Source: an optimization exercise on an open RTL-to-GDS flow (aim: small area, a short achievable clock period and few clock cycles per item). Production flows keep margins and buffers that such runs may drop. In this exercise RTL edits were held to simulation tests only and were not proved equivalent to the original.

Design sgd_top, start of the top module:
module sgd_top (
    input  wire                       clk,
    input  wire                       rst_n,
    input  wire                       start,
    input  wire sgd_pkg::count_t      mini_batch_size,
    input  wire sgd_pkg::count_t      number_of_samples,
    input  wire sgd_pkg::count_t      number_of_epochs,
    input  wire sgd_pkg::shift_t      step_shift,
    input  wire sgd_pkg::features_t   sample_features,
    input  wire sgd_pkg::model_word_t sample_label,
    input  wire                       sample_valid,
    output wire                       sample_ready,
    output wire sgd_pkg::model_word_t x_out_data,
    output wire                       x_out_valid,
    input  wire                       x_out_ready,
    output wire                       x_out_last,
    output wire                       done
);
    logic                 start_acc;
    logic                 start_q;
    logic                 take;
    logic                 batch_end;
    logic                 run_end;
    sgd_pkg::shift_t      step_shift_q;
    logic                 wb_done;
  ...
clock: 10.0 ns
lec_check: 0
abc_area: 1
cap_margin: 20
core_margin: 2
core_utilization: 55
cts_buf_list: sky130_fd_sc_hd__clkbuf_4 sky130_fd_sc_hd__clkbuf_8
setup_slack_margin: 5
slew_margin: 20
standard.sh (not shown) runs the stock make flow with config.mk's settings and CLKGATE_MAP_FILE= SYNTH_SCRIPT=/design/flow/synth_recipe.tcl, a recipe that flattens the netlist after the stock synthesis.
==> flow/flow/run.sh <==
#!/bin/bash
# Own layout flow: the standard flow, with one netlist step between
# synthesis and floorplan, and a tighter setup target for the repairs.
#  1. standard synthesis (bash standard.sh synth), unchanged
#  2. flow/faopt.py re-chooses the polarity of each full adder (and xor/xnor)
#     so that fewer inverters are needed; registers are not touched
#  3. the rest of the standard flow, with the setup repair aiming at
#     SETUP_SLACK_MARGIN below (the clock and constraints are the standard flow's), and
#     every port buffered with buf_2 rather than the cell buffer_ports picks
# Each tool's output goes to a log file of its own in this folder.
set -euo pipefail
MARGIN=${MARGIN:-5.4}
R=orfs/results/${FLOW_PLATFORM}/sgd_top/base

bash standard.sh synth > synth.log 2>&1
cp $R/1_2_yosys.v $R/1_2_yosys.std.v
python3 flow/faopt.py $R/1_2_yosys.std.v $R/1_2_yosys.opt.v > faopt.log 2>&1
cp $R/1_2_yosys.opt.v $R/1_2_yosys.v
touch $R/1_2_yosys.v
rm -f $R/1_synth.odb $R/1_synth.sdc
bash standard.sh synth > synth_odb.log 2>&1
bash standard.sh SETUP_SLACK_MARGIN=$MARGIN "BUFFER_PORTS_ARGS=-buffer_cell sky130_fd_sc_hd__buf_2" finish > finish.log 2>&1
Other scripts of this flow, unchanged in this note and not shown: flow/flow/faopt.py
The starting point produced a clean layout.
Testbench counts at the start, summed over its fixed seeds: cycles 5,573, samples 3,865.
Edit:
--- a/flow/flow/run.sh
+++ b/flow/flow/run.sh
@@ -7,7 +7,6 @@
 #  3. the rest of the standard flow, with the setup repair aiming at
-#     SETUP_SLACK_MARGIN below (the clock and constraints are the standard flow's), and
-#     every port buffered with buf_2 rather than the cell buffer_ports picks
+#     SETUP_SLACK_MARGIN below (the clock and constraints are the standard flow's)
 # Each tool's output goes to a log file of its own in this folder.
 set -euo pipefail
-MARGIN=${MARGIN:-5.4}
+MARGIN=${MARGIN:-5}
 R=orfs/results/${FLOW_PLATFORM}/sgd_top/base
@@ -21,2 +20,2 @@
 bash standard.sh synth > synth_odb.log 2>&1
-bash standard.sh SETUP_SLACK_MARGIN=$MARGIN "BUFFER_PORTS_ARGS=-buffer_cell sky130_fd_sc_hd__buf_2" finish > finish.log 2>&1
+bash standard.sh SETUP_SLACK_MARGIN=$MARGIN finish > finish.log 2>&1
CORE_UTILIZATION = 45   (was 55)
The changed run finished clean.
Setup slack degrades by 0.29 ns.
Core utilization decreases by 13 points.
Clock-buffer cell count increases by 15.
Final cell count increases by 1.7%.
Fmax decreases by about 6%.
Register-to-register slack degrades by 0.29 ns.
Edit:
--- a/flow/flow/run.sh
+++ b/flow/flow/run.sh
@@ -7,6 +7,7 @@
 #  3. the rest of the standard flow, with the setup repair aiming at
-#     SETUP_SLACK_MARGIN below (the clock and constraints are the standard flow's)
+#     SETUP_SLACK_MARGIN below (the clock and constraints are the standard flow's), and
+#     every port buffered with buf_2 rather than the cell buffer_ports picks
 # Each tool's output goes to a log file of its own in this folder.
 set -euo pipefail
-MARGIN=${MARGIN:-5}
+MARGIN=${MARGIN:-5.4}
 R=orfs/results/${FLOW_PLATFORM}/sgd_top/base
@@ -20,2 +21,2 @@
 bash standard.sh synth > synth_odb.log 2>&1
-bash standard.sh SETUP_SLACK_MARGIN=$MARGIN finish > finish.log 2>&1
+bash standard.sh SETUP_SLACK_MARGIN=$MARGIN "BUFFER_PORTS_ARGS=-buffer_cell sky130_fd_sc_hd__buf_2" finish > finish.log 2>&1
PLACE_DENSITY = 0.7   (was default)
What happened: Clock skew grows by 0.030 ns. First-iteration DRC count grows by 29%. Synthesized cell count is unchanged. Clock-buffer cell count shrinks by 22. Cell area grows by 3.3%. Flip-flop and latch count does not change. Sequential share of layout area shrinks by 0.54 points. Via count grows by 5.7%. Register-to-register slack gets better by 0.25 ns.
Edit:
--- a/flow/flow/run.sh
+++ b/flow/flow/run.sh
@@ -11,3 +11,3 @@
 set -euo pipefail
-MARGIN=${MARGIN:-5.4}
+MARGIN=${MARGIN:-5.3}
 R=orfs/results/${FLOW_PLATFORM}/sgd_top/base
PLACE_DENSITY = default   (was 0.7)
Outcome: Area after synthesis does not change; setup slack is better by 0.017 ns; maximum frequency is higher by 0.36%; clock skew is lower by 0.027 ns; utilization is lower by 0.98 points; clock-buffer cell count is higher by 15; non-clock buffer count is lower by 69; via count is lower by 4.2%.

---

== run 1 ==
Starting RTL as in the previous note.
clock: 10.0 ns
lec_check: 0
abc_area: 1
cap_margin: 20
core_margin: 2
core_utilization: 45
cts_buf_list: sky130_fd_sc_hd__clkbuf_4 sky130_fd_sc_hd__clkbuf_8
setup_slack_margin: 5
slew_margin: 20
==> flow/flow/run.sh <==
#!/bin/bash
# Own layout flow: the standard flow, with one netlist step between
# synthesis and floorplan, and a tighter setup target for the repairs.
#  1. standard synthesis (bash standard.sh synth), unchanged
#  2. flow/faopt.py re-chooses the polarity of each full adder (and xor/xnor)
#     so that fewer inverters are needed; registers are not touched
#  3. the rest of the standard flow, with the setup repair aiming at
#     SETUP_SLACK_MARGIN below (the clock and constraints are the standard flow's)
# Each tool's output goes to a log file of its own in this folder.
set -euo pipefail
MARGIN=${MARGIN:-5.3}
R=orfs/results/${FLOW_PLATFORM}/sgd_top/base

bash standard.sh synth > synth.log 2>&1
cp $R/1_2_yosys.v $R/1_2_yosys.std.v
python3 flow/faopt.py $R/1_2_yosys.std.v $R/1_2_yosys.opt.v > faopt.log 2>&1
cp $R/1_2_yosys.opt.v $R/1_2_yosys.v
touch $R/1_2_yosys.v
rm -f $R/1_synth.odb $R/1_synth.sdc
bash standard.sh synth > synth_odb.log 2>&1
bash standard.sh SETUP_SLACK_MARGIN=$MARGIN finish > finish.log 2>&1
Other scripts of this flow, unchanged in this note and not shown: flow/flow/faopt.py
Run 1 finished end to end and its layout was clean on timing, DRC and antenna.
Testbench counts of run 1, summed over its fixed seeds: cycles 5,573, samples 3,865.
Input-level comparison between run 2 and run 1:
Settings: CTS_BUF_LIST no longer set, was sky130_fd_sc_hd__clkbuf_4 sky130_fd_sc_hd__clkbuf_8.
-- flow/flow/run.sh --
<<< run 1, line 9
# Each tool's output goes to a log file of its own in this folder.
set -euo pipefail
MARGIN=${MARGIN:-5.3}
R=orfs/results/${FLOW_PLATFORM}/sgd_top/base

>>> run 2, line 9
# Each tool's output goes to a log file of its own in this folder.
set -euo pipefail
MARGIN=${MARGIN:-5}
R=orfs/results/${FLOW_PLATFORM}/sgd_top/base

==> notes.md <==
Of the two candidates, run 1 has the better minimum period implied by the final worst setup slack and run 2 the worse one. The maximum frequency in run 2 sits 5.1% below the value recorded for run 1. The higher period utilization of run 1 and run 2 is in run 2. Cmp run 2 vs run 1: smallest setup slack after layout lower in run 2. Comparing run 1 and run 2, fraction of the core area covered by cells at the end of the flow is higher on run 1. NOTE buffer count excluding the clock tree in the final layout run 1->run 2 decreased by more than 10%.
diff inputs: run 2 => run 3
Settings: CTS_BUF_LIST: unset -> sky130_fd_sc_hd__clkbuf_4 sky130_fd_sc_hd__clkbuf_8.
==> flow/flow/run.sh <==
#!/bin/bash
# Own layout flow: the standard flow, with one netlist step between
# synthesis and floorplan, and a tighter setup target for the repairs.
#  1. standard synthesis (bash standard.sh synth), unchanged
#  2. flow/faopt.py re-chooses the polarity of each full adder (and xor/xnor)
#     so that fewer inverters are needed; registers are not touched
#  3. the rest of the standard flow, with the setup repair aiming at
#     SETUP_SLACK_MARGIN below (the clock and constraints are the standard flow's), and
#     every port buffered with buf_2 rather than the cell buffer_ports picks
# Each tool's output goes to a log file of its own in this folder.
set -euo pipefail
MARGIN=${MARGIN:-5.4}
R=orfs/results/${FLOW_PLATFORM}/sgd_top/base

bash standard.sh synth > synth.log 2>&1
cp $R/1_2_yosys.v $R/1_2_yosys.std.v
python3 flow/faopt.py $R/1_2_yosys.std.v $R/1_2_yosys.opt.v > faopt.log 2>&1
cp $R/1_2_yosys.opt.v $R/1_2_yosys.v
touch $R/1_2_yosys.v
rm -f $R/1_synth.odb $R/1_synth.sdc
bash standard.sh synth > synth_odb.log 2>&1
bash standard.sh SETUP_SLACK_MARGIN=$MARGIN "BUFFER_PORTS_ARGS=-buffer_cell sky130_fd_sc_hd__buf_2" finish > finish.log 2>&1
[summary]
- A critical path start-end classification of flop to output port is what run 3 shows, while flop to flop belongs to run 2.
- [run 3] minimum period implied by the final worst setup slack fell 0.41 ns relative to run 2
- Delta (run 3 minus run 2): placed wire-length estimate after detailed placement has decreased, final critical-path share of the clock period moved down, setup slack of the critical path after layout moved up, wire length of the first global-routing pass climbed 4.4 mm, first-pass iteration count of the detailed router picked up an extra 2.
- When the final numbers for run 2 and run 3 were put side by side, the number of fill cells in the layout turned out to be smaller in run 3.

what the ideal ports hide:
Ports are ideal in the flow. The routed layouts listed here were re-timed in OpenROAD.
Step 1, drivers: a clkbuf_16 drives clk and a buf_2 each remaining input, both assumed.
Step 2 adds t to the input delays and takes it off the output delays; t is the mean of the earliest and latest rising clock arrival at the registers after step 1. Input paths then give back, and output paths get back, about the clock's delay inside the block.
Slacks: ideal / step 1 / step 2; pairs: ideal / step 1.
| run | t, ns | setup WS [ns] | hold slack, ns | worst setup path at the end |
|---|---|---|---|---|
| the first run of note 1 | 0.881 | 5.334 / 5.334 / 5.334 | 0.309 / 0.309 / 0.309 | register to register |
| the second run of note 1 | 0.908 | 5.042 / 5.026 / 5.042 | 0.319 / 0.319 / 0.319 | register to register |
| the third run of note 1 | 0.886 | 5.287 / 5.287 / 5.287 | 0.292 / 0.292 / 0.292 | register to register |
| the fourth run of note 1 | 0.917 | 5.304 / 5.232 / 5.358 | 0.323 / 0.323 / 0.323 | register to register |
| run 1 | 0.910 | 5.235 / 5.163 / 5.388 | 0.320 / 0.320 / 0.320 | register to register |
| run 2 | 0.782 | 4.977 / 4.949 / 4.977 | 0.322 / 0.322 / 0.322 | register to register |
| run 3 | 0.926 | 5.388 / 5.315 / 5.409 | 0.311 / 0.311 / 0.311 | register to register |
After both steps every run listed still meets setup and hold.
